Background: an optimization exercise with open tools, aiming at small area, a short achievable clock period and few clock cycles per item. Do not read the settings as production practice.
Function was checked by simulation only, so behaviour that the tests miss may differ from the original.

## flow/config.mk

```make
export PLATFORM = sky130hd
export DESIGN_NAME = sbus_top
export DESIGN_NICKNAME = sbus_top
export VERILOG_FILES = /design/flow/design.v
export SDC_FILE = /design/flow/constraint.sdc
export NUM_CORES = 4
export LEC_CHECK = 0
export CAP_MARGIN = 30
export CORE_MARGIN = 2
export CORE_UTILIZATION = 30
export SLEW_MARGIN = 30
```

## flow/constraint.sdc

```tcl
create_clock -name core_clock -period 7.5 [get_ports {clk}]
set_input_delay 1.5000 -clock core_clock [delete_from_list [all_inputs] [get_ports {clk}]]
set_output_delay 1.5000 -clock core_clock [all_outputs]
set_load 0.01 [all_outputs]
```

## flow/design.v

```verilog
package sbus_pkg;
    typedef struct packed {
        logic                                          write;
        logic [6-1:0]                       addr;
        logic [4-1:0][32-1:0]  data;
    } sbus_cmd_t;
    typedef struct packed {
        logic                                          write;
        logic [4-1:0][32-1:0]  data;
    } sbus_rsp_t;
    typedef struct packed {
        logic                    addr_phase;
        logic                    write;
        logic                    beat;
        logic [32-1:0] data;
    } sbus_bus_t;
    typedef struct packed {
        logic                    wait_st;  
        logic [32-1:0] data;
    } sbus_slv_t;
    typedef enum logic [2:0] {
        IDLE, REQ, ADDR, WAIT, WRITE, READ, FINISH, RESP
    } mst_state_t;
    typedef enum logic [1:0] {
        SL_IDLE, SL_WAIT, SL_BEAT
    } slv_state_t;
endpackage
`timescale 1ns/10ps
module burst_master (
    input  logic                clk,
    input  logic                rst_n,
    input  logic                cmd_valid,
    input  sbus_pkg::sbus_cmd_t cmd,
    output logic                cmd_ready,
    output logic                rsp_valid,
    output sbus_pkg::sbus_rsp_t rsp,
    input  logic                rsp_ready,
    output logic                req,
    input  logic                ack,
    output sbus_pkg::sbus_bus_t bus_out,
    input  sbus_pkg::sbus_slv_t slv_in
);
    sbus_pkg::mst_state_t state;
    sbus_pkg::mst_state_t next_state;
    sbus_pkg::sbus_cmd_t cmd_q;
    logic [4-1:0][32-1:0] rd_buf;
    logic [2-1:0] cnt;
    logic last_beat;
    assign last_beat = (cnt == 2'(4 - 1));
    always_ff @(posedge clk or negedge rst_n) begin
        if (!rst_n) begin
            state <= sbus_pkg::IDLE;
            cnt   <= '0;
        end else begin
            state <= next_state;
            if (state == sbus_pkg::WRITE || state == sbus_pkg::READ) begin
                cnt <= cnt + 1'b1;  
            end else begin
                cnt <= '0;
            end
        end
    end
    always_ff @(posedge clk) begin
        if (cmd_valid && cmd_ready) begin
            cmd_q <= cmd;
        end
        if (state == sbus_pkg::READ) begin
            rd_buf[cnt] <= slv_in.data;
        end
    end
    always_comb begin
        next_state = state;
        case (state)
            sbus_pkg::IDLE: begin
                if (cmd_valid) begin
                    next_state = sbus_pkg::REQ;
                end
            end
            sbus_pkg::REQ: begin
                if (ack) begin
                    next_state = sbus_pkg::ADDR;
                end
            end
            sbus_pkg::ADDR: begin
                next_state = sbus_pkg::WAIT;
            end
            sbus_pkg::WAIT: begin
                if (!slv_in.wait_st) begin
                    next_state = cmd_q.write ? sbus_pkg::WRITE : sbus_pkg::READ;
                end
            end
            sbus_pkg::WRITE, sbus_pkg::READ: begin
                if (last_beat) begin
                    next_state = sbus_pkg::FINISH;
                end
            end
            sbus_pkg::FINISH: begin
                next_state = sbus_pkg::RESP;
            end
            sbus_pkg::RESP: begin
                if (rsp_ready) begin
                    next_state = sbus_pkg::IDLE;
                end
            end
            default: begin
                next_state = sbus_pkg::IDLE;
            end
        endcase
    end
    always_comb begin
        bus_out = '0;
        case (state)
            sbus_pkg::ADDR: begin
                bus_out.addr_phase = 1'b1;
                bus_out.write      = cmd_q.write;
                bus_out.data       = 32'(cmd_q.addr);
            end
            sbus_pkg::WRITE: begin
                bus_out.beat  = 1'b1;
                bus_out.write = 1'b1;
                bus_out.data  = cmd_q.data[cnt];
            end
            sbus_pkg::READ: begin
                bus_out.beat = 1'b1;  
            end
            default: begin
                bus_out = '0;
            end
        endcase
    end
    assign req       = (state == sbus_pkg::REQ) || (state == sbus_pkg::ADDR) || (state == sbus_pkg::WAIT) ||
                       (state == sbus_pkg::WRITE) || (state == sbus_pkg::READ);
    assign cmd_ready = (state == sbus_pkg::IDLE);
    assign rsp_valid = (state == sbus_pkg::RESP);
    assign rsp.write = cmd_q.write;
    assign rsp.data  = rd_buf;
endmodule
`timescale 1ns/10ps
module bus_arbiter (
    input  logic                                         clk,
    input  logic                                         rst_n,
    input  logic [3-1:0]                 req,
    output logic [3-1:0]                 ack,
    input  logic [3*(3 + 32)-1:0]     mst_bus,
    output sbus_pkg::sbus_bus_t                          slv_bus
);
    logic                   busy;   
    logic [2-1:0] owner;  
    logic [2-1:0] pick;
    logic                   found;
    always_comb begin : rr_pick
        int idx;
        found = 1'b0;
        pick  = owner;
        for (int k = 1; k <= 3; k++) begin
            idx = (int'(owner) + k) % 3;
            if (!found && req[idx]) begin
                found = 1'b1;
                pick  = 2'(idx);
            end
        end
    end
    always_ff @(posedge clk or negedge rst_n) begin
        if (!rst_n) begin
            busy  <= 1'b0;
            owner <= 2'(3 - 1);  
        end else if (busy) begin
            if (!req[owner]) begin
                busy <= 1'b0;  
            end
        end else if (found) begin
            busy  <= 1'b1;
            owner <= pick;
        end
    end
    always_comb begin
        for (int i = 0; i < 3; i++) begin
            ack[i] = busy && (owner == 2'(i)) && req[i];
        end
    end
    assign slv_bus = busy ? mst_bus[owner*(3 + 32) +: (3 + 32)] : '0;
endmodule
`timescale 1ns/10ps
module burst_slave_mem (
    input  logic                clk,
    input  logic                rst_n,
    input  sbus_pkg::sbus_bus_t bus_in,
    output sbus_pkg::sbus_slv_t slv_out
);
    sbus_pkg::slv_state_t state;
    logic [32-1:0] mem [64];
    logic [6-1:0] base;
    logic [6-1:0] addr_k;
    logic                    write_q;
    logic [2-1:0] wait_cnt;
    logic [2-1:0] beat_cnt;
    logic                    last_beat;
    logic                    wr_en;
    assign addr_k    = base + 6'(beat_cnt);  
    assign last_beat = (beat_cnt == 2'(4 - 1));
    assign wr_en     = (state == sbus_pkg::SL_BEAT) && write_q && bus_in.beat;
    always_ff @(posedge clk or negedge rst_n) begin
        if (!rst_n) begin
            state    <= sbus_pkg::SL_IDLE;
            base     <= '0;
            write_q  <= 1'b0;
            wait_cnt <= '0;
            beat_cnt <= '0;
        end else begin
            case (state)
                sbus_pkg::SL_IDLE: begin
                    if (bus_in.addr_phase) begin
                        base     <= bus_in.data[6-1:0];
                        write_q  <= bus_in.write;
                        wait_cnt <= 2'(2);
                        beat_cnt <= '0;
                        state    <= sbus_pkg::SL_WAIT;
                    end
                end
                sbus_pkg::SL_WAIT: begin
                    if (wait_cnt == '0) begin
                        state <= sbus_pkg::SL_BEAT;
                    end else begin
                        wait_cnt <= wait_cnt - 1'b1;
                    end
                end
                sbus_pkg::SL_BEAT: begin
                    beat_cnt <= beat_cnt + 1'b1;
                    if (last_beat) begin
                        state <= sbus_pkg::SL_IDLE;
                    end
                end
                default: begin
                    state <= sbus_pkg::SL_IDLE;
                end
            endcase
        end
    end
    always_ff @(posedge clk or negedge rst_n) begin
        if (!rst_n) begin
            for (int i = 0; i < 64; i++) begin
                mem[i] <= '0;
            end
        end else if (wr_en) begin
            mem[addr_k] <= bus_in.data;
        end
    end
    assign slv_out.wait_st = (state == sbus_pkg::SL_WAIT) && (wait_cnt != '0);
    assign slv_out.data    = (state == sbus_pkg::SL_BEAT && !write_q) ? mem[addr_k] : '0;
endmodule
`timescale 1ns/10ps
module sbus_top (
    input  logic                                         clk,
    input  logic                                         rst_n,
    input  logic [3-1:0]                 cmd_valid,
    input  logic [3*(1 + 6 + 4*32)-1:0]     cmd,
    output logic [3-1:0]                 cmd_ready,
    output logic [3-1:0]                 rsp_valid,
    output logic [3*(1 + 4*32)-1:0]     rsp,
    input  logic [3-1:0]                 rsp_ready
);
    logic [3-1:0] req;
    logic [3-1:0] ack;
    logic [3*(3 + 32)-1:0] mst_bus;  
    sbus_pkg::sbus_bus_t                         slv_bus;
    sbus_pkg::sbus_slv_t                         slv_resp;  
    for (genvar i = 0; i < 3; i++) begin : g_mst
        burst_master u_master (
            .clk       (clk),
            .rst_n     (rst_n),
            .cmd_valid (cmd_valid[i]),
            .cmd       (cmd[i*(1 + 6 + 4*32) +: (1 + 6 + 4*32)]),
            .cmd_ready (cmd_ready[i]),
            .rsp_valid (rsp_valid[i]),
            .rsp       (rsp[i*(1 + 4*32) +: (1 + 4*32)]),
            .rsp_ready (rsp_ready[i]),
            .req       (req[i]),
            .ack       (ack[i]),
            .bus_out   (mst_bus[i*(3 + 32) +: (3 + 32)]),
            .slv_in    (slv_resp)
        );
    end
    bus_arbiter u_arbiter (
        .clk     (clk),
        .rst_n   (rst_n),
        .req     (req),
        .ack     (ack),
        .mst_bus (mst_bus),
        .slv_bus (slv_bus)
    );
    burst_slave_mem u_slave (
        .clk     (clk),
        .rst_n   (rst_n),
        .bus_in  (slv_bus),
        .slv_out (slv_resp)
    );
endmodule
```

## flow/run.sh

```bash
#!/bin/bash
# synth_recipe.tcl (not shown) runs the flow's synth.tcl, then flattens the netlist and writes it again
# the make line also repeats each setting of config.mk as NAME=value (left out here)
make -C /OpenROAD-flow-scripts/flow DESIGN_CONFIG=/design/flow/config.mk WORK_HOME=/design/flow/orfs CLKGATE_MAP_FILE= SYNTH_SCRIPT=/design/flow/synth_recipe.tcl finish
```

==> flow_metrics.py, run 1 <==
metrics = {
    "job": {
        "maxCapViolCount": 0,
    },
    "route": {
        "ant_nets": 0,
        "drt_iter0_markers": 19700,
        "drc": 0,
        "vias_per_cell": 6.06,
        "post_drt_wl_per_cell_um": 34.9,
        "num_vias": 111000,
        "wl_mm": 641,
        "dr.pass1.iters": 10,
    },
    "grt": {
        "grt_pass1_wl_mm": 864,
        "overflow": 0,
        "grt_pass1_vias": 101000,
        "antenna_found_initial": 99,
        "grt_start_max_net_pins": 170,
        "grt_use_total_pct": 29.1,
    },
    "sta": {
        "max_freq_mhz": 149,
        "fin_crit_sh_pct": 89.4,
        "worst_pin_slew_ns": 1.28,
        "drv_slew": 0,
        "setup_viol": 0,
        "period_needed_ns": 6.70,
        "hold_violations": 0,
        "rsz0062_at_grt": "no",
        "max-slew-margin-rel_pct": 14.4,
        "finalSetupTns_ns": 0,
        "finalClockSkew_ns": 0.0852,
    },
    "worst_setup_path": {
        "crit_arrival_ns": 7.36,
        "critPathRequiredTime_ns": 8.16,
        "cpMostUsedCell": "o22ai_1",
        "worst-setup-path-type": "register to register",
        "start_kind": "register",
        "crit_slowest_cell": "o31ai_4",
        "crit_buf_inv": 3,
        "cp_cell_sequence": "ha_4, fa_4, buf_4, nand2b_1, o22ai_4, buf_16, buf_12, nand2_1, o22ai_1, nor4_1, nand4_1, o31ai_4, o22ai_1",
        "critPathMaxStageDelay_ns": 0.97,
        "crit_family": "simple AND/OR/NAND/NOR gates",
        "worstPathMaxFanout": 47,
        "crit_path_end_kind": "register",
    },
    "final_layout": {
        "syn_to_final_growth_pct": 21.7,
        "final_nets": 13000,
        "fin_util_pct": 36.7,
        "final_cell_mix": "nand2_1 (2270), o21ai_0 (2140), dfrtp_1 (2070)",
        "fillCellCount": 41400,
        "post-route-cell-area_um2": 153000,
        "layout-drive-gt1-share_pct": 11.0,
        "final_common_cell": "nand2_1",
    },
    "floorplanning": {
        "die_h_um": 651,
        "die_area_um2": 424000,
        "die_w_um": 651,
        "initial_utilization_pct": 30.1,
        "ioPinCount": 806,
        "num_rows": 237,
        "core-area_um2": 417000,
    },
    "yosys": {
        "ys_ff_latch": 2868,
        "yosysSeqAreaShare_pct": 60.3,
        "postSynthAreaPerCell_um2": 10.4,
        "synth_cell_types": 91,
        "synthCells": 12100,
        "syn_nets": 12600,
        "synth_warnings": 4,
        "synth_area_um2": 126000,
        "async_flop_share_pct": 72.5,
        "synth-edff-count": 789,
        "ys.flop_type": "dfrtp_1",
    },
    "placed_design": {
        "dp_hpwl_mm": 426,
        "port_buffers": 805,
        "place_area_um2": 142000,
        "gp_congestion": 1.07,
    },
    "clocking": {
        "numCtsBuffers": 312,
        "clk_latency_ns": 0.99,
        "cts_setup_buffers": 0,
        "cts_root_buffer": "clkbuf_16",
        "cts_hold_buf": 0,
        "cts_sinks": 2868,
        "cts_tree": "done",
        "clockBufferDepth": 4,
        "clk_transition_reported_paths_ns": 0.07,
        "post_cts_resized": 0,
        "htreeDepth": 5,
    },
    "status": {
        "status": "timing/DRC/antenna clean",
    },
    "hold_path": {
        "hold_path_class": "register to register",
    },
}
[cells by family (layout without fill, tap and decap cells)]
kind of cell | after synthesis | in the layout | synth area share [%]
muxes | 367 | 367 | 3.93
other | 0 | 76 | 0
AOI/OAI and AO/OA | 3806 | 3806 | 18.5
DFF | 2868 | 2868 | 60.3
adders and majority gates | 28 | 28 | 0.285
and+or+nand+nor | 3462 | 3462 | 12.1
buffers and inverters | 1581 | 2292 | 4.88
xor gates and xnor gates | 6 | 6 | 0.0538
[synth_stat cells, types with 20 or more instances]
cell	n	area, µm²
nand2_1	2348	8810
o21ai_0	2145	10700
dfrtp_1	2078	52000
clkbuf_1	968	3630
edfxtp_1	789	23700
o22ai_1	436	2730
inv_1	423	1590
a22oi_1	335	2510
nand3_1	304	1520
and3_1	246	1540
mux2i_1	234	2340
nor2_1	135	507
nand4_1	124	776
a21oi_1	113	566
a221oi_1	113	990
a22o_1	109	955
buf_2	102	510
mux4_2	98	2210
nor3_1	93	465
buf_1	67	251
a2111oi_0	60	526
o32ai_1	54	473
a31oi_1	53	332
a32oi_1	52	455
a221o_1	40	400
a211oi_1	38	285
nor4_1	36	225
mux2_2	35	394
and4_1	32	280
o211ai_1	29	218
ha_1	27	338
o2111ai_1	23	201
or4_1	23	173
and2_1	22	138
nor2b_1	22	138
o31ai_1	22	165
a2111o_1	21	236
a32o_1	20	200
or3_1	20	125
[layout make-up]
class	count	area [µm²]	share of cell area, %
antenna	76	190	0.124
sequential	2868	75700	49.5
clock buffer	457	9090	5.95
clock inverter	102	1300	0.849
multi-input combinational	7669	45600	29.8
timing repair buffer	1307	12500	8.17
tap	5497	6880	4.50
inverter	426	1600	1.05
[stage by stage]
stage | std cells | hold WS (ns) | setup WS (ns)
6_report | 18400 | 0.474 | 0.795
5_1_grt | 18300 | 0.487 | 0.849
4_1_cts | 18300 | 0.476 | 1.19
3_5_place_dp | 17800 | 0.462 | 1.16
3_3_place_gp | 17700 | 0.453 | 0.832
2_1_floorplan | 12100 | 0.442 | 0.834
[final timing paths]
kind	from	endpoint	slack, ns	cells past startpoint
max	u_slave.beat_cnt[0]	g_mst[1].u_master.rd_buf[86]	0.80	13
min	u_slave.mem[34][17]	u_slave.mem[34][17]	0.47	2
max reg2reg	u_slave.beat_cnt[0]	g_mst[1].u_master.rd_buf[86]	0.80	13
min reg2reg	u_slave.mem[34][17]	u_slave.mem[34][17]	0.47	2
max in group asynchronous	rst_n	u_slave.mem[60][9]	5.00	3
min in group asynchronous	rst_n	u_slave.mem[43][7]	0.53	1
[state kept, by name, summed over array words and instances (netlist names)]
| register | cells |
|---|---|
| g_mst.u_master.state | 9 |
| u_slave.write_q | 1 |
| u_slave.wait_cnt | 2 |
| u_slave.mem | 2048 |
| u_slave.state | 2 |
| g_mst.u_master.rd_buf | 384 |
| u_arbiter.owner | 2 |
| u_slave.base | 6 |
| g_mst.u_master.cnt | 6 |
| u_slave.beat_cnt | 2 |
| u_arbiter.busy | 1 |
| g_mst.u_master.cmd_q | 405 |
[routing by layer]
| layer | part of all wire [%] | up-vias | routed length, µm | global-route usage [%] |
|---|---|---|---|---|
| li1 | - | 44700 | - | - |
| met1 | 37 | 55300 | 236000 | 37.0 |
| met2 | 40 | 9167 | 259000 | 40.2 |
| met3 | 15 | 2196 | 97700 | 12.8 |
| met4 | 7.5 | 46 | 48400 | 17.9 |
| met5 | 0.093 | - | 597 | 0.509 |
[worst min-delay path, delay by kind of cell (launching register included)]
kind | cells | cell delay, ns
flip-flops | 1 | 0.34
AO/OA/AOI/OAI | 1 | 0.06
AND/OR/NAND/NOR | 1 | 0.04
Testbench counts, summed over its fixed seeds: cycles 10,614, items 960.
==> inputs of run 2 (changes only) <==
==> flow/design.v (replaced) <==
`timescale 1ns/10ps
module sbus_top (
    input  logic                                         clk,
    input  logic                                         rst_n,
    input  logic [3-1:0]                 cmd_valid,
    input  logic [3*(1 + 6 + 4*32)-1:0]     cmd,
    output logic [3-1:0]                 cmd_ready,
    output logic [3-1:0]                 rsp_valid,
    output logic [3*(1 + 4*32)-1:0]     rsp,
    input  logic [3-1:0]                 rsp_ready
);
    localparam int NM    = 3;
    localparam int DW    = 32;
    localparam int AW    = 6;
    localparam int BL    = 4;
    localparam int CW    = (1 + 6 + 4*32);
    localparam int RW    = (1 + 4*32);
    localparam int DEPTH = 64;
    localparam int ROWS  = DEPTH / BL;
    logic [NM-1:0] busy;    
    logic [NM-1:0] grant;   
    logic [NM-1:0] acc;
    logic [NM-1:0] take;
    logic [NM-1:0] free_n;  
    logic [NM-1:0] grant_d;
    assign acc       = cmd_valid & grant;
    assign take      = rsp_ready & busy;
    assign free_n    = ~(acc | (busy & ~take));
    assign cmd_ready = grant;
    assign rsp_valid = busy;
    logic [NM-1:0] last;    
    always_comb begin
        grant_d = '0;
        for (int k = 1; k <= NM; k++) begin
            for (int i = 0; i < NM; i++) begin
                if (last[(i + NM - k) % NM] && grant_d == '0 && free_n[i]) begin
                    grant_d[i] = 1'b1;
                end
            end
        end
    end
    always_ff @(posedge clk or negedge rst_n) begin
        if (!rst_n) begin
            busy  <= '0;
            grant <= NM'(1);
            last  <= NM'(1) << (NM - 1);
        end else begin
            busy  <= ~free_n;
            grant <= grant_d;
            if (grant_d != '0) begin
                last <= grant_d;
            end
        end
    end
    logic          s_wr;
    logic [AW-1:0] s_addr;
    logic [BL*DW-1:0] s_data;
    logic          s_acc;
    always_comb begin
        s_wr   = 1'b0;
        s_addr = '0;
        s_data = '0;
        for (int i = 0; i < NM; i++) begin
            if (grant[i]) begin
                s_wr   = s_wr   | cmd[i*CW + BL*DW + AW];
                s_addr = s_addr | cmd[i*CW + BL*DW +: AW];
                s_data = s_data | cmd[i*CW +: BL*DW];
            end
        end
    end
    assign s_acc = |acc;
    logic [1:0]    lo;
    logic [AW-3:0] hi, hi1;
    assign lo  = s_addr[1:0];
    assign hi  = s_addr[AW-1:2];
    assign hi1 = hi + 1'b1;
    logic [DW-1:0] mem [DEPTH];
    logic [DEPTH-1:0] vld;
    logic [AW-3:0] row  [BL];
    logic [DW-1:0] bank_rd [BL];
    logic [DW-1:0] bank_wd [BL];
    logic [DW-1:0] rd [BL];
    always_comb begin
        for (int j = 0; j < BL; j++) begin
            row[j]     = (j < lo) ? hi1 : hi;
            bank_rd[j] = mem[{row[j], 2'(j)}] & {DW{vld[{row[j], 2'(j)}]}};
            bank_wd[j] = s_data[((j - lo) & (BL - 1))*DW +: DW];
        end
        for (int k = 0; k < BL; k++) begin
            rd[k] = bank_rd[(lo + k) & (BL - 1)];
        end
    end
    always_ff @(posedge clk) begin
        if (s_acc && s_wr) begin
            for (int j = 0; j < BL; j++) begin
                mem[{row[j], 2'(j)}] <= bank_wd[j];
            end
        end
    end
    always_ff @(posedge clk or negedge rst_n) begin
        if (!rst_n) begin
            vld <= '0;
        end else if (s_acc && s_wr) begin
            for (int j = 0; j < BL; j++) begin
                vld[{row[j], 2'(j)}] <= 1'b1;
            end
        end
    end
    logic [NM-1:0]    r_wr;
    logic [BL*DW-1:0] r_data [NM];
    always_ff @(posedge clk) begin
        for (int i = 0; i < NM; i++) begin
            if (acc[i]) begin
                r_wr[i] <= s_wr;
                for (int k = 0; k < BL; k++) begin
                    r_data[i][k*DW +: DW] <= rd[k];
                end
            end
        end
    end
    always_comb begin
        for (int i = 0; i < NM; i++) begin
            rsp[i*RW +: RW] = {r_wr[i], r_data[i]};
        end
    end
endmodule
==> flow_metrics.py, run 2 <==
metrics = {
    "status": {
        "status": "timing/DRC/antenna clean",
    },
    "route": {
        "num_vias": 68400,
        "ant_nets": 0,
        "drc": 0,
        "drt_iter0_markers": 9705,
        "vias_per_cell": 5.52,
        "wl_mm": 421,
        "dr.pass1.iters": 13,
        "post_drt_wl_per_cell_um": 34.0,
    },
    "yosys": {
        "synth_top_area_share_pct": 70.8,
        "syn_nets": 6898,
        "synth_warnings": 6,
        "synth_area_um2": 103000,
        "synthCells": 6468,
        "synth_cell_types": 80,
        "async_flop_share_pct": 2.91,
        "ys_ff_latch": 2508,
        "postSynthAreaPerCell_um2": 16.0,
        "ys.flop_type": "edfxtp_1",
        "synth-edff-count": 2435,
        "netlist_top_cells_count": "edfxtp_1 (2435), nand2_1 (860), mux2i_1 (511)",
        "synth_most_common_cell": "edfxtp_1",
        "yosys-top-cells-area": "edfxtp_1 (71%), mux2i_1 (5.0%), mux4_2 (4.6%), nand2_1 (3.1%), dfrtp_1 (1.7%)",
        "yosysSeqAreaShare_pct": 72.6,
        "netlist.top_cell.by_area": "edfxtp_1",
    },
    "placed_design": {
        "dp_hpwl_mm": 298,
        "port_buffers": 805,
        "place_inst": 11800,
        "gp_congestion": 0.933,
    },
    "clocking": {
        "htreeDepth": 5,
        "cts_setup_buffers": 0,
        "clk_transition_reported_paths_ns": 0.06,
        "numCtsBuffers": 268,
        "clk_latency_ns": 0.87,
        "cts_hold_buf": 0,
        "clockBufferDepth": 4,
        "cts_root_buffer": "clkbuf_16",
        "cts_sinks": 2508,
        "post_cts_resized": 0,
        "cts_tree": "done",
    },
    "sta": {
        "drv_slew": 0,
        "period_needed_ns": 7.00,
        "finalSetupTns_ns": 0,
        "worst_pin_slew_ns": 1.20,
        "fin_crit_sh_pct": 93.4,
        "finalClockSkew_ns": 0.0755,
        "max_freq_mhz": 143,
        "rsz0062_at_grt": "no",
        "setup_viol": 0,
        "hold_violations": 0,
        "max-slew-margin-rel_pct": 20.2,
    },
    "worst_setup_path": {
        "worst-setup-path-type": "input pin to register",
        "cp_cell_sequence": "clkdlybuf4s50_1, a222oi_1, buf_4, inv_1, ha_4, nor2b_1, a21oi_4, buf_12, buf_4, mux2i_1, mux2i_1, o22ai_1, nor4_2, buf_4, a221oi_1, a22oi_1",
        "worstPathMaxFanout": 78,
        "r2r_slack_ns": 1.05,
        "crit_slowest_cell": "a222oi_1",
        "critPathMaxStageDelay_ns": 0.88,
        "r2r_start": "grant[2]",
        "start_kind": "input pin",
        "regToRegEndpoint": "r_data[2][73]",
        "ff2ff_path_depth": 13,
        "worstSetupStartpoint": "cmd[398]",
        "crit_path_end_kind": "register",
        "critPathRequiredTime_ns": 8.09,
        "crit_arrival_ns": 7.59,
        "cpMostUsedCell": "buf_4",
    },
    "final_layout": {
        "largest_reg_flops": 2048,
        "final_common_cell": "edfxtp_1",
        "syn_to_final_growth_pct": 24.8,
        "layout-drive-gt1-share_pct": 16.3,
        "fin_util_pct": 37.6,
        "fillCellCount": 31700,
        "final_nets": 7951,
        "fin_cells": 12400,
        "final_cell_mix": "edfxtp_1 (2435), nand2_1 (855), clkdlybuf4s50_1 (799)",
    },
    "floorplanning": {
        "ioPinCount": 806,
        "die_w_um": 591,
        "num_rows": 215,
        "die_h_um": 591,
        "core-area_um2": 343000,
        "initial_utilization_pct": 30.1,
        "die_area_um2": 349000,
    },
    "hold_path": {
        "hold_path_class": "register to register",
        "hold_depth": 1,
        "worstHoldStart": "vld[40]",
        "min_to": "vld[40]",
    },
    "grt": {
        "overflow": 0,
        "grt_pass1_wl_mm": 559,
        "grt_use_total_pct": 23.4,
        "grt_start_max_net_pins": 154,
        "grt_pass1_vias": 63600,
        "antenna_found_initial": 74,
    },
    "job": {
        "maxCapViolCount": 0,
    },
}
-- run 2: metal layers --
layer,up-vias,global-route usage (%),wire [µm]
met5,-,0,118
met4,20,19.7,38900
met3,832,5.74,39200
met2,4111,36.7,196000
met1,35400,27.1,147000
li1,28000,-,-
-- run 2: worst max-delay path: cells and delay by family --
| kind | cells | cell delay [ns] |
|---|---|---|
| buffers and inverters | 6 | 2.57 |
| AO/OA/AOI/OAI | 5 | 1.94 |
| AND/OR/NAND/NOR | 2 | 0.94 |
| multiplexers | 2 | 0.30 |
| adder cells (fa/ha/maj) | 1 | 0.24 |
-- run 2: kinds of logic after synthesis --
group,Yosys count,share of synthesized area (%)
AO/OA/AOI/OAI,1078,8.02
XOR/XNOR,11,0.144
adder cells (fa/ha/maj),17,0.206
buffers and inverters,553,2.26
flip-flops,2508,72.6
multiplexers,760,9.99
AND/OR/NAND/NOR,1541,6.78
-- run 2: through the flow --
| step | setup WS (ns) | cell area [µm²] | hold slack, ns |
|---|---|---|---|
| after floorplan | -0.0699 | 103000 | 0.419 |
| after global placement | -0.630 | 120000 | 0.436 |
| after detailed placement | -0.390 | 120000 | 0.440 |
| after CTS | 0.524 | 128000 | 0.454 |
| after global routing | 0.406 | 129000 | 0.465 |
| final | 0.499 | 129000 | 0.452 |
-- run 2: worst max path at each step --
stage          slack (ns)  cells after the start             end
5_1_grt              0.41                     16  r_data[2][108]
2_1_floorplan       -0.07                     16      mem[20][0]
3_5_place_dp        -0.39                     16  r_data[0][115]
3_3_place_gp        -0.63                     15  r_data[1][119]
4_1_cts              0.52                     16  r_data[0][115]
6_report             0.50                     16  r_data[2][115]
-- run 2: layout make-up --
class / instances / area, µm² / area share [%]
antenna: 114 / 285 / 0.222
clock buffer: 344 / 7390 / 5.74
clock inverter: 116 / 1120 / 0.871
inverter: 91 / 382 / 0.296
multi-input combinational: 3407 / 26900 / 20.9
sequential: 2508 / 75000 / 58.2
tap: 4557 / 5700 / 4.43
timing repair buffer: 1245 / 12100 / 9.38
Testbench counts of run 2, summed over its fixed seeds: cycles 1,290, items 960.
==> inputs of run 3 (changes only) <==
--- a/flow/design.v
+++ b/flow/design.v
@@ -54,15 +54,12 @@
     end
     logic          s_wr;
-    logic [AW-1:0] s_addr;
     logic [BL*DW-1:0] s_data;
     logic          s_acc;
     always_comb begin
         s_wr   = 1'b0;
-        s_addr = '0;
         s_data = '0;
         for (int i = 0; i < NM; i++) begin
             if (grant[i]) begin
                 s_wr   = s_wr   | cmd[i*CW + BL*DW + AW];
-                s_addr = s_addr | cmd[i*CW + BL*DW +: AW];
                 s_data = s_data | cmd[i*CW +: BL*DW];
             end
@@ -70,19 +67,41 @@
     end
     assign s_acc = |acc;
-    logic [1:0]    lo;
-    logic [AW-3:0] hi, hi1;
-    assign lo  = s_addr[1:0];
-    assign hi  = s_addr[AW-1:2];
-    assign hi1 = hi + 1'b1;
+    logic [1:0]      lo;
+    logic [ROWS-1:0] rsel [BL];  
+    always_comb begin
+        logic [1:0]      m_lo;
+        logic [AW-3:0]   m_hi;
+        logic [ROWS-1:0] m_dec;
+        lo = '0;
+        for (int j = 0; j < BL; j++) rsel[j] = '0;
+        for (int i = 0; i < NM; i++) begin
+            m_lo = cmd[i*CW + BL*DW +: 2];
+            m_hi = cmd[i*CW + BL*DW + 2 +: AW-2];
+            for (int r = 0; r < ROWS; r++) m_dec[r] = (m_hi == (AW-2)'(r));
+            if (grant[i]) lo = lo | m_lo;
+            for (int j = 0; j < BL; j++) begin
+                for (int r = 0; r < ROWS; r++) begin
+                    if (grant[i] && ((2'(j) < m_lo) ? m_dec[(r + ROWS - 1) % ROWS] : m_dec[r])) begin
+                        rsel[j][r] = 1'b1;
+                    end
+                end
+            end
+        end
+    end
     logic [DW-1:0] mem [DEPTH];
     logic [DEPTH-1:0] vld;
-    logic [AW-3:0] row  [BL];
-    logic [DW-1:0] bank_rd [BL];
-    logic [DW-1:0] bank_wd [BL];
-    logic [DW-1:0] rd [BL];
+    logic [DW-1:0]   bank_rd [BL];
+    logic [DW-1:0]   bank_wd [BL];
+    logic [DW-1:0]   rd [BL];
+    logic            wr_go;
+    assign wr_go = s_acc && s_wr;
     always_comb begin
         for (int j = 0; j < BL; j++) begin
-            row[j]     = (j < lo) ? hi1 : hi;
-            bank_rd[j] = mem[{row[j], 2'(j)}] & {DW{vld[{row[j], 2'(j)}]}};
+            bank_rd[j] = '0;
+            for (int r = 0; r < ROWS; r++) begin
+                if (rsel[j][r] && vld[r*BL + j]) begin
+                    bank_rd[j] = bank_rd[j] | mem[r*BL + j];
+                end
+            end
             bank_wd[j] = s_data[((j - lo) & (BL - 1))*DW +: DW];
         end
@@ -92,7 +111,9 @@
     end
     always_ff @(posedge clk) begin
-        if (s_acc && s_wr) begin
-            for (int j = 0; j < BL; j++) begin
-                mem[{row[j], 2'(j)}] <= bank_wd[j];
+        for (int j = 0; j < BL; j++) begin
+            for (int r = 0; r < ROWS; r++) begin
+                if (wr_go && rsel[j][r]) begin
+                    mem[r*BL + j] <= bank_wd[j];
+                end
             end
         end
@@ -101,7 +122,11 @@
         if (!rst_n) begin
             vld <= '0;
-        end else if (s_acc && s_wr) begin
+        end else begin
             for (int j = 0; j < BL; j++) begin
-                vld[{row[j], 2'(j)}] <= 1'b1;
+                for (int r = 0; r < ROWS; r++) begin
+                    if (wr_go && rsel[j][r]) begin
+                        vld[r*BL + j] <= 1'b1;
+                    end
+                end
             end
         end
==> flow/flow/run.sh (new file) <==
#!/bin/bash
# The standard layout with two changes: the port buffers are buf_2 cells
# (the default pick is a slow delay buffer), and the resizer may swap a cell
# for one of another footprint, so it can upsize them and the logic.
set -euo pipefail
bash standard.sh MATCH_CELL_FOOTPRINT=0 "BUFFER_PORTS_ARGS=-buffer_cell sky130_fd_sc_hd__buf_2" finish > standard.log 2>&1
==> flow/standard.sh (new file) <==
#!/bin/bash
# synth_recipe.tcl (not shown) runs the flow's synth.tcl, then flattens the netlist and writes it again
# the make line also repeats each setting of config.mk as NAME=value (left out here)
make -C /OpenROAD-flow-scripts/flow DESIGN_CONFIG=/design/flow/config.mk WORK_HOME=/design/flow/orfs CLKGATE_MAP_FILE= SYNTH_SCRIPT=/design/flow/synth_recipe.tcl "${@:-finish}"
--- a/flow/config.mk
+++ b/flow/config.mk
@@ -9,3 +9,4 @@
 export CORE_MARGIN = 2
 export CORE_UTILIZATION = 30
+export SETUP_SLACK_MARGIN = 3.8
 export SLEW_MARGIN = 30
removed: flow/run.sh
==> flow_metrics.py, run 3 <==
metrics = {
    "final_layout": {
        "fillCellCount": 29900,
        "final_cell_mix": "edfxtp_1 (2435), buf_2 (790), buf_4 (538)",
        "multi_input_area_um2": 26500,
        "final_nets": 7731,
        "syn_to_final_growth_pct": 29.3,
        "largest_reg_flops": 2048,
        "layout-drive-gt1-share_pct": 36.7,
        "seqCellArea_um2": 75000,
        "post-route-cell-area_um2": 128000,
        "final_common_cell": "edfxtp_1",
    },
    "yosys": {
        "ys.flop_type": "edfxtp_1",
        "postSynthAreaPerCell_um2": 16.7,
        "synth_most_common_cell": "edfxtp_1",
        "ys_ff_latch": 2508,
        "synthCells": 5918,
        "synth_cell_types": 91,
        "async_flop_share_pct": 2.91,
        "synth_warnings": 7,
        "yosys-top-cells-area": "edfxtp_1 (74%), a22oi_1 (3.2%), a222oi_1 (2.2%), a221oi_1 (2.1%), a22o_1 (1.9%)",
        "syn_nets": 6338,
        "synth_area_um2": 98700,
        "yosysSeqAreaShare_pct": 75.9,
        "synth_top_area_share_pct": 74.1,
        "synth-edff-count": 2435,
        "netlist_top_cells_count": "edfxtp_1 (2435), a22oi_1 (418), a221oi_1 (242)",
        "netlist.top_cell.by_area": "edfxtp_1",
    },
    "worst_setup_path": {
        "critPathRequiredTime_ns": 8.14,
        "start_kind": "input pin",
        "worstPathMaxFanout": 14,
        "crit_arrival_ns": 4.40,
        "worst-setup-path-type": "input pin to register",
        "crit_path_end_kind": "register",
    },
    "sta": {
        "max-slew-margin-rel_pct": 33.0,
        "worst_pin_slew_ns": 1.00,
        "rsz0062_at_grt": "yes",
        "setup_viol": 0,
        "finalClockSkew_ns": 0.0394,
        "hold_ws_ns": 0.469,
        "drv_slew": 0,
        "finalSetupTns_ns": 0,
        "period_needed_ns": 3.76,
        "hold_violations": 0,
        "fin_crit_sh_pct": 50.2,
        "max_freq_mhz": 266,
    },
    "route": {
        "drt_iter0_markers": 10700,
        "ant_nets": 0,
        "drc": 0,
        "vias_per_cell": 5.84,
        "wl_mm": 430,
        "dr.pass1.iters": 13,
        "post_drt_wl_per_cell_um": 36.1,
        "num_vias": 69600,
    },
    "clocking": {
        "cts_hold_buf": 0,
        "cts_tree": "done",
        "htreeDepth": 4,
        "clk_latency_ns": 0.90,
        "cts_root_buffer": "clkbuf_16",
        "cts_sinks": 2508,
        "numCtsBuffers": 238,
        "clk_transition_reported_paths_ns": 0.07,
        "clockBufferDepth": 3,
    },
    "status": {
        "status": "timing/DRC/antenna clean",
    },
    "floorplanning": {
        "die_w_um": 578,
        "die_h_um": 578,
        "core-area_um2": 327000,
        "ioPinCount": 806,
        "num_rows": 210,
        "initial_utilization_pct": 30.1,
        "die_area_um2": 334000,
    },
    "grt": {
        "antenna_found_initial": 49,
        "grt_pass1_wl_mm": 563,
        "grt_start_max_net_pins": 73,
        "grt_pass1_vias": 64300,
        "grt_use_total_pct": 24.6,
        "overflow": 0,
    },
    "placed_design": {
        "dp_hpwl_mm": 283,
        "port_buffers": 805,
        "place_area_um2": 111000,
        "gp_congestion": 0.931,
    },
    "job": {
        "maxCapViolCount": 0,
    },
    "hold_path": {
        "hold_path_class": "register to register",
    },
}
run 3: cells by family (layout without fill, tap and decap cells):
family / Yosys count / count (layout) / share of synthesized area, %
AO/OA/AOI/OAI: 1826 / 1831 / 14.4
flip-flops: 2508 / 2508 / 75.9
adder cells (fa/ha/maj): 7 / 7 / 0.0887
AND/OR/NAND/NOR: 897 / 900 / 5.04
buffers and inverters: 541 / 2137 / 2.30
multiplexers: 135 / 135 / 2.22
XOR/XNOR: 4 / 4 / 0.0431
other: 0 / 50 / 0
run 3: final cells by class:
cell class	instances	area share, %
clock inverter	162	1.32
tap	4346	4.26
timing repair inverter	3	0.0118
multi-input combinational	2877	20.7
sequential	2508	58.7
antenna	50	0.0980
timing repair buffer	1550	9.41
clock buffer	289	4.92
inverter	133	0.543
run 3: layer usage:
metal	up-vias	GRT usage [%]	share of wire (%)
li1	27900	-	-
met1	36000	31.5	37
met2	4925	37.5	45
met3	748	5.98	11
met4	14	15.4	6.8
met5	-	0	0.025
run 3: worst max-delay path: stages:
cell,delay (ns)
buf_8,0.15
or3_4,0.47
nand4_1,0.33
a31oi_4,0.24
buf_12,0.21
buf_12,0.14
buf_4,0.16
a22oi_1,0.13
nand3_1,0.12
a221oi_2,0.29
and3_4,0.35
a32oi_4,0.08
buf_12,0.16
run 3: worst paths after layout:
| path | from | endpoint | slack, ns | depth (start not counted) |
|---|---|---|---|---|
| worst min register to register | vld[14] | vld[14] | 0.47 | 1 |
| worst max register to register | grant[2] | r_data[0][17] | 3.80 | 13 |
| worst max-delay path | cmd[263] | r_data[2][10] | 3.74 | 13 |
| worst min-delay path | vld[14] | vld[14] | 0.47 | 1 |
| max in group asynchronous | rst_n | vld[53] | 5.71 | 2 |
| min in group asynchronous | rst_n | busy[2] | 0.61 | 1 |
run 3: what timing repair did:
action | 4_1_cts | 5_1_grt
endpoints found under the setup margin | 4649 | 719
pin swaps | 165 | 113
gates cloned | 13 | 13
setup buffers | 322 | 104
gates resized for setup | 548 | 281
run 3: stage by stage:
step	worst slack (ns)	cells	util, %
finish	3.74	11900	39.0
global route	3.69	11900	39.0
CTS	3.69	11700	38.2
detailed placement	1.09	11000	33.9
global placement	0.787	10900	33.8
floorplan	1.91	5918	-
Testbench counts of run 3, summed over its fixed seeds: cycles 1,290, items 960.
==> inputs of run 4 (changes only) <==
--- a/flow/config.mk
+++ b/flow/config.mk
@@ -8,5 +8,5 @@
 export CAP_MARGIN = 30
 export CORE_MARGIN = 2
-export CORE_UTILIZATION = 30
-export SETUP_SLACK_MARGIN = 3.8
+export CORE_UTILIZATION = 55
+export SETUP_SLACK_MARGIN = 3.9
 export SLEW_MARGIN = 30
==> flow_metrics.py, run 4 <==
metrics = {
    "yosys": {
        "synth_warnings": 7,
        "yosysSeqAreaShare_pct": 75.9,
        "postSynthAreaPerCell_um2": 16.7,
        "synth_area_um2": 98700,
        "synth-compound-area-share_pct": 14.4,
        "synthXorXnorAreaFrac_pct": 0.0431,
        "ys.flop_type": "edfxtp_1",
        "synthCells": 5918,
        "yosys-top-cells-area": "edfxtp_1 (74%), a22oi_1 (3.2%), a222oi_1 (2.2%), a221oi_1 (2.1%), a22o_1 (1.9%)",
        "async_flop_share_pct": 2.91,
        "netlist.top_cell.by_area": "edfxtp_1",
        "synth_cell_types": 91,
        "ys_ff_latch": 2508,
        "netlist_top_cells_count": "edfxtp_1 (2435), a22oi_1 (418), a221oi_1 (242)",
        "syn_nets": 6338,
        "synth-simple-area-share_pct": 5.04,
        "synth-edff-count": 2435,
        "synth_fa_ha_area_share_pct": 0.0887,
        "synth_most_common_cell": "edfxtp_1",
        "synth_top_area_share_pct": 74.1,
        "synth_top_family_by_area": "compound AO/OA/AOI/OAI gates",
        "synth_mux_area_share_pct": 2.22,
    },
    "grt": {
        "grt_start_max_net_pins": 130,
        "grt_pass1_vias": 63000,
        "grt_pass1_wl_mm": 543,
        "antenna_found_initial": 78,
        "overflow": 0,
        "grt_use_total_pct": 44.1,
    },
    "floorplanning": {
        "die_w_um": 428,
        "num_rows": 155,
        "ioPinCount": 806,
        "die_h_um": 428,
        "core-area_um2": 178000,
        "die_area_um2": 183000,
        "initial_utilization_pct": 55.3,
    },
    "sta": {
        "hold_ws_ns": 0.481,
        "finalSetupTns_ns": 0,
        "rsz0062_at_grt": "yes",
        "fin_crit_sh_pct": 52.5,
        "fin_ws_ns": 3.56,
        "max-slew-margin-rel_pct": 21.4,
        "worst_pin_slew_ns": 1.18,
        "period_needed_ns": 3.94,
        "finalClockSkew_ns": 0.0296,
        "setup_viol": 0,
        "drv_slew": 0,
        "max_freq_mhz": 254,
        "hold_violations": 0,
    },
    "worst_setup_path": {
        "critPathMaxStageDelay_ns": 0.87,
        "worstPathMaxFanout": 8,
        "worstSetupStartpoint": "cmd[399]",
        "cp_cell_sequence": "buf_16, o211ai_1, o22ai_4, a222oi_1, buf_4, nor2b_4, buf_12, buf_12, buf_4, a221oi_2, and4_4, a32oi_2",
        "start_kind": "input pin",
        "crit_slowest_cell": "a222oi_1",
        "critPathRequiredTime_ns": 8.10,
        "crit_family": "compound AO/OA/AOI/OAI gates",
        "worst-setup-path-type": "input pin to register",
        "r2r_start": "grant[2]",
        "crit_path_end_kind": "register",
        "crit_buf_inv": 5,
        "crit_arrival_ns": 4.53,
    },
    "clocking": {
        "clk_transition_reported_paths_ns": 0.06,
        "clockBufferDepth": 3,
        "clk_latency_ns": 0.89,
        "cts_hold_buf": 0,
        "htreeDepth": 4,
        "cts_tree": "done",
        "cts_root_buffer": "clkbuf_16",
        "cts_sinks": 2508,
        "numCtsBuffers": 241,
    },
    "final_layout": {
        "fillCellCount": 11600,
        "syn_to_final_growth_pct": 27.1,
        "final_nets": 7620,
        "largest_reg_flops": 2048,
        "fin_util_pct": 70.3,
        "final_cell_mix": "edfxtp_1 (2435), buf_2 (792), buf_4 (380)",
        "final_common_cell": "edfxtp_1",
        "layout-drive-gt1-share_pct": 36.3,
    },
    "route": {
        "num_vias": 71200,
        "dr.pass1.iters": 12,
        "drc": 0,
        "post_drt_wl_per_cell_um": 42.3,
        "drt_iter0_markers": 12600,
        "ant_nets": 0,
        "vias_per_cell": 7.25,
        "wl_mm": 415,
    },
    "hold_path": {
        "worstHoldStart": "vld[37]",
        "hold_path_class": "register to register",
    },
    "placed_design": {
        "gp_congestion": 1.18,
        "dp_hpwl_mm": 263,
        "port_buffers": 805,
        "place_ws_ns": 1.37,
    },
    "status": {
        "status": "timing/DRC/antenna clean",
    },
    "job": {
        "maxCapViolCount": 0,
    },
}
-- run 4: cell types whose count changed in the layout (fill, tap and decap cells not counted), sizes merged --
cell and change:
bufinv -9, bufbuf +1, o21a -5, or2 -1, diode +18, clkinvlp -7, clkbuf +45, inv -2
nor2 -1, clkinv -16, or3 -1, buf -119
-- run 4: layout make-up --
class	count	area, µm²	area share (%)
clock inverter	130	1170	0.931
timing repair buffer	1446	11800	9.41
timing repair inverter	1	7.51	0.00599
multi-input combinational	2869	27200	21.7
sequential	2508	75000	59.8
inverter	133	679	0.542
tap	2355	2950	2.35
clock buffer	320	6450	5.15
antenna	68	170	0.136
-- run 4: path summary, 6_finish.rpt --
kind	slack, ns	cells past startpoint	endpoint
setup reg to reg	3.69	12	r_data[1][43]
setup / recovery	3.56	12	r_data[1][43]
hold / removal	0.48	1	vld[37]
hold reg to reg	0.48	1	vld[37]
min in group asynchronous	0.55	1	vld[7]
max in group asynchronous	5.82	2	vld[32]
-- run 4: cells by family (layout without fill, tap and decap cells) --
family,count (synthesis),count (layout)
AOI/OAI and AO/OA,1826,1826
other,0,68
muxes,135,135
xor gates and xnor gates,4,4
DFF,2508,2508
adders and majority gates,7,7
and+or+nand+nor,897,897
buffers and inverters,541,2030
-- run 4: metal layers --
layer | part of all wire [%] | track usage [%] | wire, µm | vias up
li1 | - | - | - | 27700
met1 | 35 | 57.5 | 144000 | 36400
met2 | 43 | 62.6 | 177000 | 5910
met3 | 15 | 16.9 | 61700 | 1157
met4 | 7.8 | 26.5 | 32500 | 24
met5 | 0.16 | 3.13 | 644 | -
-- run 4: through the flow --
step	cells	instance area, µm²
2_1_floorplan	5918	101000
3_3_place_gp	8898	108000
3_5_place_dp	8913	108000
4_1_cts	9609	121000
5_1_grt	9810	125000
6_report	9830	125000
-- run 4: repair_timing --
action | 4_1_cts | 5_1_grt
setup buffers | 228 | 138
gates cloned | 18 | 13
pin swaps | 155 | 199
endpoints found under the setup margin | 4484 | 2279
gates resized for setup | 532 | 419
==> inputs of run 5 (changes only) <==
==> flow/flow/run.sh (replaced) <==
#!/bin/bash
# The standard layout with these changes:
# - the port buffers are buf_2 cells (the default pick is a slow delay buffer);
# - the resizer may swap a cell for one of another footprint, so it can
#   upsize the port buffers and the logic;
# - clock tree synthesis clusters up to 30 sinks per leaf buffer and inserts
#   no dummy loads.
set -euo pipefail
bash standard.sh MATCH_CELL_FOOTPRINT=0 \
    "BUFFER_PORTS_ARGS=-buffer_cell sky130_fd_sc_hd__buf_2" \
    "CTS_ARGS=-sink_clustering_enable -repair_clock_nets -sink_clustering_size 30 -sink_clustering_max_diameter 60 -dont_use_dummy_load" \
    finish > standard.log 2>&1
--- a/flow/config.mk
+++ b/flow/config.mk
@@ -8,5 +8,6 @@
 export CAP_MARGIN = 30
 export CORE_MARGIN = 2
-export CORE_UTILIZATION = 55
-export SETUP_SLACK_MARGIN = 3.9
+export CORE_UTILIZATION = 30
+export PLACE_DENSITY = 0.75
+export SETUP_SLACK_MARGIN = 3.8
 export SLEW_MARGIN = 30
==> flow_metrics.py, run 5 <==
metrics = {
    "route": {
        "post_drt_wl_per_cell_um": 37.0,
        "num_vias": 70400,
        "ant_nets": 0,
        "wl_mm": 429,
        "drc": 0,
        "drt_iter0_markers": 12900,
        "dr.pass1.iters": 21,
        "vias_per_cell": 6.07,
    },
    "worst_setup_path": {
        "critPathRequiredTime_ns": 8.06,
        "worstPathMaxFanout": 11,
        "regToRegEndpoint": "r_data[0][103]",
        "r2r_start": "grant[0]",
        "crit_arrival_ns": 4.46,
        "crit_path_end_kind": "register",
        "start_kind": "input pin",
        "ff2ff_path_depth": 13,
        "r2r_slack_ns": 3.76,
        "worst-setup-path-type": "input pin to register",
    },
    "sta": {
        "period_needed_ns": 3.90,
        "worst_pin_slew_ns": 1.11,
        "drv_slew": 0,
        "setup_viol": 0,
        "finalClockSkew_ns": 0.215,
        "finalSetupTns_ns": 0,
        "max_freq_mhz": 257,
        "hold_violations": 0,
        "fin_ws_ns": 3.60,
        "fin_crit_sh_pct": 52.0,
        "rsz0062_at_grt": "yes",
        "max-slew-margin-rel_pct": 26.2,
    },
    "placed_design": {
        "gp_congestion": 0.994,
        "place_ws_ns": 1.15,
        "port_buffers": 805,
        "dp_hpwl_mm": 284,
    },
    "clocking": {
        "cts_root_buffer": "clkbuf_16",
        "numCtsBuffers": 121,
        "clk_transition_reported_paths_ns": 0.07,
        "cts_tree": "done",
        "htreeDepth": 3,
        "clk_latency_ns": 0.90,
        "cts_hold_buf": 0,
        "clockBufferDepth": 3,
        "cts_sinks": 2508,
    },
    "grt": {
        "grt_pass1_wl_mm": 555,
        "grt_pass1_vias": 64100,
        "grt_start_max_net_pins": 77,
        "overflow": 0,
        "grt_use_total_pct": 24.2,
        "antenna_found_initial": 69,
    },
    "final_layout": {
        "largest_reg_flops": 2048,
        "final_nets": 7633,
        "final_common_cell": "edfxtp_1",
        "final_cell_mix": "edfxtp_1 (2435), buf_2 (806), buf_4 (537)",
        "fillCellCount": 29400,
        "syn_to_final_growth_pct": 24.9,
        "layout-drive-gt1-share_pct": 36.1,
    },
    "floorplanning": {
        "ioPinCount": 806,
        "die_w_um": 578,
        "die_area_um2": 334000,
        "initial_utilization_pct": 30.1,
        "die_h_um": 578,
        "num_rows": 210,
        "core-area_um2": 327000,
    },
    "yosys": {
        "syn_nets": 6338,
        "netlist_top_cells_count": "edfxtp_1 (2435), a22oi_1 (418), a221oi_1 (242)",
        "synth_area_um2": 98700,
        "netlist.top_cell.by_area": "edfxtp_1",
        "ys.flop_type": "edfxtp_1",
        "synth_most_common_cell": "edfxtp_1",
        "postSynthAreaPerCell_um2": 16.7,
        "synth_warnings": 7,
        "yosysSeqAreaShare_pct": 75.9,
        "yosys-top-cells-area": "edfxtp_1 (74%), a22oi_1 (3.2%), a222oi_1 (2.2%), a221oi_1 (2.1%), a22o_1 (1.9%)",
        "async_flop_share_pct": 2.91,
        "synth-edff-count": 2435,
        "synth_top_area_share_pct": 74.1,
        "synth_cell_types": 91,
        "synthCells": 5918,
        "ys_ff_latch": 2508,
    },
    "hold_path": {
        "min_to": "vld[62]",
        "hold_path_class": "register to register",
        "worstHoldStart": "vld[62]",
        "hold_depth": 1,
    },
    "job": {
        "maxCapViolCount": 0,
    },
    "status": {
        "status": "timing/DRC/antenna clean",
    },
}
run 5: cell count changes in the layout (fill, tap and decap cells not counted), moves of 22 or more:
cell / previous run / this run
a32oi_4: 46 / 24
buf_12: 123 / 101
buf_4: 380 / 537
clkbuf_1: 73 / 0
clkbuf_16: 277 / 140
clkinv_1: 53 / 0
clkinv_2: 38 / 0
diode_2: 68 / 39
o21ai_4: 55 / 27
run 5: area by class of cell:
| type | count | area [µm²] | area share, % |
|---|---|---|---|
| timing repair buffer | 1565 | 12100 | 9.79 |
| timing repair inverter | 1 | 5.00 | 0.00406 |
| antenna | 39 | 97.6 | 0.0792 |
| multi-input combinational | 2883 | 27000 | 21.9 |
| tap | 4346 | 5440 | 4.41 |
| clock buffer | 121 | 3030 | 2.46 |
| inverter | 133 | 682 | 0.553 |
| sequential | 2508 | 75000 | 60.8 |
run 5: worst max-delay path, stage by stage:
cell and delay [ns]:
clkbuf_16 0.16, and2_2 0.32, and3_4 0.26, o31a_4 0.45, a222oi_1 0.34, and4_1 0.30
nand4_1 0.19, buf_4 0.22, a221o_1 0.35, a2bb2oi_2 0.18, buf_6 0.15
run 5: how the worst max path moves through the flow:
| stage | endpoint | start | slack [ns] | cells past startpoint |
|---|---|---|---|---|
| floorplan | vld[33] | cmd_valid[1] | 1.91 | 6 |
| global placement | r_data[0][89] | cmd[266] | 0.70 | 10 |
| detailed placement | r_data[0][85] | cmd[267] | 1.15 | 10 |
| CTS | r_data[1][29] | cmd[132] | 3.73 | 14 |
| global route | r_data[0][121] | cmd[132] | 3.62 | 17 |
| finish | r_data[0][103] | cmd[402] | 3.60 | 11 |
run 5: repair_timing:
item | CTS | global route
setup buffers | 294 | 123
resized for setup | 566 | 356
cloned | 17 | 17
endpoints found under the setup margin | 3944 | 954
endpoints found under the hold margin | 0 | 0
pin swaps | 162 | 170
run 5: kinds of logic after synthesis:
logic type	synth area share [%]
AOI/OAI and AO/OA	14.4
xor gates and xnor gates	0.0431
adders and majority gates	0.0887
buffers and inverters	2.30
DFF	75.9
muxes	2.22
and+or+nand+nor	5.04
run 5: per-layer routing:
metal	global-route usage (%)	routed length (µm)
met1	29.4	141000
met2	36.6	185000
met4	15.5	36700
met3	8.30	65500
met5	0	381
run 5: through the flow:
stage | hold WS [ns] | cells | utilization (%) | area [µm²]
finish | 0.492 | 11600 | 37.6 | 123000
global route | 0.496 | 11600 | 37.6 | 123000
CTS | 0.482 | 11400 | 36.7 | 120000
detailed placement | 0.462 | 11000 | 34.0 | 111000
global placement | 0.452 | 10900 | 33.8 | 111000
floorplan | 0.427 | 5918 | - | 101000
==> inputs of run 6 (changes only) <==
--- a/flow/design.v
+++ b/flow/design.v
@@ -30,25 +30,65 @@
     assign rsp_valid = busy;
     logic [NM-1:0] last;    
+    logic [NM-1:0] idle_q;  
+    logic [NM-1:0] idle_d;
+    logic [NM-1:0] elig;
+    logic [2:0]    credit [NM];
+    logic [2:0]    credit_d [NM];
+    assign idle_d = (idle_q | (grant & ~cmd_valid)) & free_n & ~cmd_valid;
+    assign elig   = ((free_n & ~idle_d) != '0) ? (free_n & ~idle_d) : free_n;
     always_comb begin
-        grant_d = '0;
-        for (int k = 1; k <= NM; k++) begin
+        logic all_pos;
+        all_pos = 1'b1;
+        for (int i = 0; i < NM; i++) begin
+            credit_d[i] = (acc[i] && credit[i] != 3'd7) ? credit[i] + 3'd1 : credit[i];
+            if (credit_d[i] == '0) all_pos = 1'b0;
+        end
+        if (all_pos) begin
+            for (int i = 0; i < NM; i++) credit_d[i] = credit_d[i] - 3'd1;
+        end
+    end
+    logic [NM-1:0] beats [NM];
+    always_comb begin
+        for (int j = 0; j < NM; j++) begin
             for (int i = 0; i < NM; i++) begin
-                if (last[(i + NM - k) % NM] && grant_d == '0 && free_n[i]) begin
-                    grant_d[i] = 1'b1;
+                int rj, ri;   
+                rj = 0;
+                ri = 0;
+                for (int l = 0; l < NM; l++) begin
+                    if (last[l]) begin
+                        rj = (j + NM - l - 1) % NM;
+                        ri = (i + NM - l - 1) % NM;
+                    end
                 end
+                beats[j][i] = (j != i) &&
+                              ((credit[j] < credit[i]) || (credit[j] == credit[i] && rj < ri));
             end
+        end
+    end
+    always_comb begin
+        for (int i = 0; i < NM; i++) begin
+            logic lost;
+            lost = 1'b0;
+            for (int j = 0; j < NM; j++) begin
+                if (beats[j][i] && elig[j]) lost = 1'b1;
+            end
+            grant_d[i] = elig[i] && !lost;
         end
     end
     always_ff @(posedge clk or negedge rst_n) begin
         if (!rst_n) begin
-            busy  <= '0;
-            grant <= NM'(1);
-            last  <= NM'(1) << (NM - 1);
+            busy   <= '0;
+            grant  <= NM'(1);
+            last   <= NM'(1) << (NM - 1);
+            idle_q <= '0;
+            for (int i = 0; i < NM; i++) credit[i] <= '0;
         end else begin
-            busy  <= ~free_n;
-            grant <= grant_d;
+            busy   <= ~free_n;
+            grant  <= grant_d;
+            idle_q <= idle_d;
             if (grant_d != '0) begin
                 last <= grant_d;
             end
+            for (int i = 0; i < NM; i++) credit[i] <= credit_d[i];
         end
     end
--- a/flow/config.mk
+++ b/flow/config.mk
@@ -9,5 +9,4 @@
 export CORE_MARGIN = 2
 export CORE_UTILIZATION = 30
-export PLACE_DENSITY = 0.75
 export SETUP_SLACK_MARGIN = 3.8
 export SLEW_MARGIN = 30
==> flow_metrics.py, run 6 <==
metrics = {
    "worst_setup_path": {
        "crit_arrival_ns": 4.57,
        "start_kind": "input pin",
        "critPathRequiredTime_ns": 8.22,
        "cp_cell_sequence": "buf_12, or4b_1, and2_1, o221ai_4, buf_6, and2_4, buf_12, clkbuf_16, a211oi_1, nand4_1, buf_12, a211oi_2, a22oi_2, buf_4",
        "worst-setup-path-type": "input pin to register",
        "crit_slowest_cell": "or4b_1",
        "worstPathMaxFanout": 19,
        "crit_path_end_kind": "register",
        "cpMostUsedCell": "buf_12",
        "critPathMaxStageDelay_ns": 0.54,
    },
    "clocking": {
        "cts_root_buffer": "clkbuf_16",
        "numCtsBuffers": 156,
        "clk_latency_ns": 0.95,
        "cts_tree": "done",
        "cts_sinks": 2520,
        "clk_transition_reported_paths_ns": 0.06,
        "clockBufferDepth": 4,
        "htreeDepth": 4,
    },
    "final_layout": {
        "layout-drive-gt1-share_pct": 34.5,
        "syn_to_final_growth_pct": 24.8,
        "largest_reg_flops": 2048,
        "final_cell_mix": "edfxtp_1 (2435), buf_2 (806), buf_4 (573)",
        "fillCellCount": 31400,
        "final_common_cell": "edfxtp_1",
        "final_nets": 8229,
    },
    "yosys": {
        "ys_ff_latch": 2520,
        "syn_nets": 6974,
        "synth_most_common_cell": "edfxtp_1",
        "async_flop_share_pct": 3.37,
        "netlist_top_cells_count": "edfxtp_1 (2435), o211ai_1 (525), clkbuf_1 (354)",
        "synthCells": 6536,
        "synth_top_area_share_pct": 71.3,
        "postSynthAreaPerCell_um2": 15.7,
        "synth-edff-count": 2435,
        "ys.flop_type": "edfxtp_1",
        "synth_cell_types": 95,
        "synth_area_um2": 103000,
        "yosysSeqAreaShare_pct": 73.4,
        "netlist.top_cell.by_area": "edfxtp_1",
        "yosys-top-cells-area": "edfxtp_1 (71%), o211ai_1 (3.8%), a22oi_1 (2.5%), a222oi_1 (2.1%), dfrtp_1 (2.0%)",
        "synth_warnings": 10,
    },
    "floorplanning": {
        "die_w_um": 589,
        "ioPinCount": 806,
        "initial_utilization_pct": 30.2,
        "core-area_um2": 340000,
        "num_rows": 214,
        "die_area_um2": 346000,
        "die_h_um": 589,
    },
    "route": {
        "post_drt_wl_per_cell_um": 41.8,
        "ant_nets": 0,
        "dr.pass1.iters": 10,
        "num_vias": 76500,
        "wl_mm": 520,
        "drc": 0,
        "vias_per_cell": 6.15,
        "drt_iter0_markers": 13200,
    },
    "sta": {
        "fin_ws_ns": 3.64,
        "period_needed_ns": 3.86,
        "fin_crit_sh_pct": 51.4,
        "hold_violations": 0,
        "setup_viol": 0,
        "rsz0062_at_grt": "yes",
        "worst_pin_slew_ns": 1.08,
        "finalClockSkew_ns": 0.165,
        "finalSetupTns_ns": 0,
        "drv_slew": 0,
        "max-slew-margin-rel_pct": 27.9,
        "max_freq_mhz": 259,
    },
    "grt": {
        "overflow": 0,
        "grt_start_max_net_pins": 130,
        "antenna_found_initial": 135,
        "grt_use_total_pct": 28.8,
        "grt_pass1_vias": 69400,
        "grt_pass1_wl_mm": 668,
    },
    "placed_design": {
        "port_buffers": 805,
        "dp_hpwl_mm": 350,
        "gp_congestion": 0.991,
        "place_ws_ns": 1.41,
    },
    "status": {
        "status": "timing/DRC/antenna clean",
    },
    "hold_path": {
        "hold_path_class": "register to register",
    },
    "job": {
        "maxCapViolCount": 0,
    },
}
==> run 6: metal layers <==
layer / up-vias / share of wire, % / GRT usage, %
met1: 39000 / 33 / 34.3
met2: 6559 / 43 / 43.4
met5: - / 0.072 / 0
met4: 56 / 8.5 / 20.0
li1: 29600 / - / -
met3: 1312 / 15 / 10.5
==> run 6: final timing paths <==
check                          from             end  slack (ns)  depth (start not counted)
max                        cmd[399]  r_data[2][105]        3.64                         14
min                         vld[35]         vld[35]        0.47                          1
max in group asynchronous     rst_n         vld[49]        5.25                          2
max reg2reg                grant[0]   r_data[0][95]        3.69                         10
min reg2reg                 vld[35]         vld[35]        0.47                          1
min in group asynchronous     rst_n       idle_q[1]        0.71                          1
==> run 6: cell families after synthesis <==
kind of cell,Yosys count,synth area share [%]
flip-flops,2520,73.4
AO/OA/AOI/OAI,1950,14.6
XOR/XNOR,12,0.110
adder cells (fa/ha/maj),25,0.305
AND/OR/NAND/NOR,1181,6.28
multiplexers,175,2.56
buffers and inverters,673,2.73
==> run 6: critical path: cells and delay by family <==
family	cells	cell delay, ns
AND/OR/NAND/NOR	4	1.22
buffers and inverters	6	0.97
AO/OA/AOI/OAI	4	0.83
==> run 6: repair_timing <==
item                                    4_1_cts  5_1_grt
gates cloned                                 11       11
hold buffers                                  0        0
resized for setup                           361      183
endpoints found under the setup margin     3815     1146
pin swaps                                   145      117
setup buffers                               271      150
==> run 6: stage by stage <==
step	std cells	utilization (%)	hold slack, ns	cell area [µm²]
floorplan	6536	-	0.427	105000
global placement	11700	34.1	0.443	116000
detailed placement	11700	34.2	0.453	116000
CTS	12200	36.7	0.472	125000
global route	12400	37.6	0.490	128000
finish	12400	37.6	0.470	128000
==> run 6: final cells by class <==
class / instances / area, µm² / area share (%)
Sequential cell: 2520 / 75300 / 58.8
Inverter: 148 / 713 / 0.557
Clock buffer: 156 / 3900 / 3.05
Antenna cell: 113 / 283 / 0.221
Timing Repair Buffer: 1619 / 12700 / 9.95
Multi-Input combinational cell: 3346 / 29400 / 23.0
Tap cell: 4536 / 5680 / 4.43
Testbench counts of run 6, summed over its fixed seeds: cycles 1,251, items 960.

==> afterwards: timing with drivers on the ports <==
In the flow no input, the clock included, has a driving cell. The finished layouts below were timed again as built, in two steps.
Step 1 assumes that a clkbuf_16 drives the clock port and a buf_2 every other input.
Step 2 moves the port delays by t, midway between the first and last clock arrival at a register: inputs arrive t later, outputs are due t later. That takes back most of the time a late clock gives input paths.
Three values: no drivers, after step 1, after step 2; two values: the first two.
| run | t (ns) | setup slack, ns | latest minus earliest clock arrival (ns) | slew at the worst register clock pin (ns) | pins driven straight from the clock port |
|---|---|---|---|---|---|
| run 1 | 1.062 | 0.795 / 0.795 / 0.795 | 0.093 / 0.092 | 0.07 / 0.07 | 1 |
| run 2 | 0.939 | 0.499 / 0.583 / -0.356 | 0.078 / 0.078 | 0.07 / 0.07 | 1 |
| run 3 | 0.982 | 3.738 / 3.606 / 2.624 | 0.048 / 0.048 | 0.07 / 0.07 | 1 |
| run 4 | 0.986 | 3.561 / 3.368 / 2.382 | 0.035 / 0.035 | 0.07 / 0.07 | 1 |
| run 5 | 0.918 | 3.603 / 3.498 / 2.580 | 0.228 / 0.228 | 0.12 / 0.12 | 1 |
| run 6 | 0.992 | 3.643 / 3.362 / 2.370 | 0.166 / 0.166 | 0.12 / 0.12 | 1 |
Met with ideal ports but missed after step 2: setup timing in run 2. For run 6, which loses most, drivers alone change the setup slack by -0.281 ns; drivers and shift together by -1.273 ns.
